Context: an optimization exercise on an open-source flow, tuned for small area, a short achievable clock period and few clock cycles per item. The choices shown serve that exercise and are no tape-out recipe. In this exercise RTL edits were held to simulation tests only and were not proved equivalent to the original. The flow treats the clock pin as an ideal source. Dropping or thinning the clock tree relies on that and would not hold on a real chip.

Setup of main:
Design desCore, start of the top module:
module desCore (
   input logic clk,
   input logic rstN,
   input logic req,
   output logic ack,
   input logic decrypt,
   input logic [desCtrlPkg::BlockW-1:0] block,
   input logic [desCtrlPkg::KeyW-1:0] key,
   output logic [desCtrlPkg::BlockW-1:0] result
);
   localparam int HalfW = desCtrlPkg::HalfW;
   localparam int SubkeyW = desCtrlPkg::SubkeyW;
   logic load;
   logic step;
   logic hold;
   logic shiftOne;
   logic [SubkeyW-1:0] subkey;
   logic [HalfW-1:0] rightHalf;
   logic [HalfW-1:0] fOut;
   desControl uControl (
      .clk(clk),
      .rstN(rstN),
      .req(req),
      .ack(ack),
      .load(load),
      .step(step),
      .hold(hold),
      .shiftOne(shiftOne)
   );
   desKeySchedule uKeySchedule (
      .clk(clk),
      .load(load),
      .shiftOne(shiftOne),
      .decrypt(decrypt),
      .key(key),
      .subkey(subkey)
   );
   desRoundFunction uRoundFunction (
      .rightHalf(rightHalf),
      .subkey(subkey),
      .fOut(fOut)
   );
   desDataPath uDataPath (
      .clk(clk),
      .load(load),
      .step(step),
      .hold(hold),
      .block(block),
      .fOut(fOut),
      .rightHalf(rightHalf),
      .result(result)
   );
endmodule
==> module desDataPath, before the edit <==
module desDataPath (
   input logic clk,
   input logic load,
   input logic step,
   input logic hold,
   input logic [desCtrlPkg::BlockW-1:0] block,
   input logic [desCtrlPkg::HalfW-1:0] fOut,
   output logic [desCtrlPkg::HalfW-1:0] rightHalf,
   output logic [desCtrlPkg::BlockW-1:0] result
);
   localparam int BlockW = desCtrlPkg::BlockW;
   localparam int HalfW = desCtrlPkg::HalfW;
   localparam logic [447:0] ipTableV = desTablesPkg::ipTableV;
   localparam logic [447:0] fpTableV = desTablesPkg::fpTableV;
   logic [BlockW-1:0] ipOut;
   logic [BlockW-1:0] fpIn;
   logic [HalfW-1:0] lReg, rReg;
   always_comb
   begin
      for (int i = 0; i < BlockW; i++)
      begin
         ipOut[BlockW-1-i] = block[BlockW - ipTableV[7*(63 - (i)) +: 7]];
      end
   end
   logic [HalfW-1:0] rBase;
   assign rBase = ({HalfW{load}} & ipOut[HalfW-1:0])
      | ({HalfW{step}} & lReg)
      | ({HalfW{hold}} & rReg);
   always_ff @(posedge clk)
   begin
      lReg <= ({HalfW{load}} & ipOut[BlockW-1:HalfW])
         | ({HalfW{step}} & rReg)
         | ({HalfW{hold}} & lReg);
      rReg <= rBase ^ ({HalfW{step}} & fOut);  
   end
   assign fpIn = {rReg, lReg};  
   always_comb
   begin
      for (int i = 0; i < BlockW; i++)
      begin
         result[BlockW-1-i] = fpIn[BlockW - fpTableV[7*(63 - (i)) +: 7]];
      end
   end
   assign rightHalf = rReg;
endmodule
==> flow/config.mk <==
export PLATFORM = sky130hd
export DESIGN_NAME = desCore
export DESIGN_NICKNAME = desCore
export VERILOG_FILES = /design/flow/design.v
export SDC_FILE = /design/flow/constraint.sdc
export NUM_CORES = 4
export LEC_CHECK = 0
export ABC_AREA = 1
export CAP_MARGIN = 20
export CORE_MARGIN = 2
export CORE_UTILIZATION = 60
export SLEW_MARGIN = 20
==> flow/constraint.sdc <==
create_clock -name core_clock -period 10.0 [get_ports {clk}]
set_input_delay 2.0000 -clock core_clock [delete_from_list [all_inputs] [get_ports {clk}]]
set_output_delay 2.0000 -clock core_clock [all_outputs]
set_load 0.01 [all_outputs]
standard.sh (not shown) runs the stock make flow with config.mk's settings and CLKGATE_MAP_FILE= SYNTH_SCRIPT=/design/flow/synth_recipe.tcl, a recipe that flattens the netlist after the stock synthesis.
==> flow/flow/run.sh <==
#!/bin/bash
# ORFS layout through the standard.sh, with these changes:
#  - synthesis runs flow/synth.tcl (the standard flow's script with the ABC script of
#    flow/logic.abc, no adder extraction, no quick abc pass);
#  - plain buffers on the ports instead of the default delay-cell buffers;
#  - the make variables in flow/make_args (repair targets);
#  - a two-level balanced clock tree (flow/tree_cts.tcl, run as the PRE_CTS hook) in
#    place of TritonCTS's H-tree.
# Each tool's output goes to a log file in this folder.
set -euo pipefail
here=$(pwd)
export MY_ABC_SCRIPT=$here/flow/logic.abc
export PRE_CTS_TCL=$here/flow/tree_cts.tcl
export BUFFER_PORTS_ARGS="-buffer_cell sky130_fd_sc_hd__buf_2"
sed "s#SYNTH_SCRIPT=[^ ]*#SYNTH_SCRIPT=$here/flow/synth.tcl#" standard.sh > my_standard.sh
bash my_standard.sh $(cat flow/make_args) finish > standard.log 2>&1
Other scripts of this flow, unchanged in this note and not shown: flow/flow/logic.abc, flow/flow/make_args, flow/flow/synth.tcl, flow/flow/tree_cts.tcl
Testbench counts of main, summed over its fixed seeds: cycles 7,680, items 384.
The inputs of the feature branch differ from those of main as listed below.
==> flow/design.v, changed modules only <==
module desDataPath (
   input logic clk,
   input logic load,
   input logic step,
   input logic hold,
   input logic [desCtrlPkg::BlockW-1:0] block,
   input logic [desCtrlPkg::HalfW-1:0] fOut,
   output logic [desCtrlPkg::HalfW-1:0] rightHalf,
   output logic [desCtrlPkg::BlockW-1:0] result
);
   localparam int BlockW = desCtrlPkg::BlockW;
   localparam int HalfW = desCtrlPkg::HalfW;
   localparam logic [447:0] ipTableV = desTablesPkg::ipTableV;
   localparam logic [447:0] fpTableV = desTablesPkg::fpTableV;
   logic [BlockW-1:0] ipOut;
   logic [BlockW-1:0] fpIn;
   logic [HalfW-1:0] lReg, rReg;
   always_comb
   begin
      for (int i = 0; i < BlockW; i++)
      begin
         ipOut[BlockW-1-i] = block[BlockW - ipTableV[7*(63 - (i)) +: 7]];
      end
   end
   always_ff @(posedge clk)
   begin
      lReg <= ({HalfW{load}} & ipOut[BlockW-1:HalfW])
         | ({HalfW{step}} & rReg)
         | ({HalfW{hold}} & lReg);
      rReg <= ({HalfW{load}} & ipOut[HalfW-1:0])
         | ({HalfW{step}} & (lReg ^ fOut))  
         | ({HalfW{hold}} & rReg);
   end
   assign fpIn = {rReg, lReg};  
   always_comb
   begin
      for (int i = 0; i < BlockW; i++)
      begin
         result[BlockW-1-i] = fpIn[BlockW - fpTableV[7*(63 - (i)) +: 7]];
      end
   end
   assign rightHalf = rReg;
endmodule
Notes after the runs:
The feature branch vs main: arrival time of the worst setup path up in the feature branch. main has lower synthesized cell count than the feature branch. On overall die area, the feature branch does worse than main. On average instance area after synthesis, the higher figure sits with main, not the feature branch. Total cell area at the placement stage, the feature branch and main, higher one = the feature branch. Clock period minus worst slack: the feature branch and main compared, lower one is the feature branch. Per the comparison of the feature branch with main, global-route usage rose by 3.3 points; first-pass GRT wire length rose by 3600 microns.
Testbench counts of the feature branch, summed over its fixed seeds: cycles 7,680, items 384.
No run of this note takes its clock network from TritonCTS; it comes from the design's own scripts or RTL.

re-timing with driven ports:
No port has a modelled driver above. Below, the same layouts with a new extraction and two added sets of constraints.
Step 1 assumes that a clkbuf_16 drives the clock port and a buf_2 every other input.
Step 2 adds t to the input delays and takes it off the output delays; t is the mean of the earliest and latest rising clock arrival at the registers after step 1. Input paths then give back, and output paths get back, about the clock's delay inside the block.
Three values: no drivers, after step 1, after step 2; two values: the first two.
run	shift t [ns]	setup WS [ns]	hold WS [ns]	latest minus earliest clock arrival (ns)
main	0.363	6.949 / 6.854 / 6.669	0.447 / 0.447 / 0.447	0.013 / 0.013
the feature branch	0.370	6.957 / 6.911 / 6.733	0.440 / 0.440 / 0.440	0.010 / 0.011
After both steps every run listed still meets setup and hold. For main, which loses most, drivers alone change the setup slack by -0.095 ns; drivers and shift together by -0.280 ns.
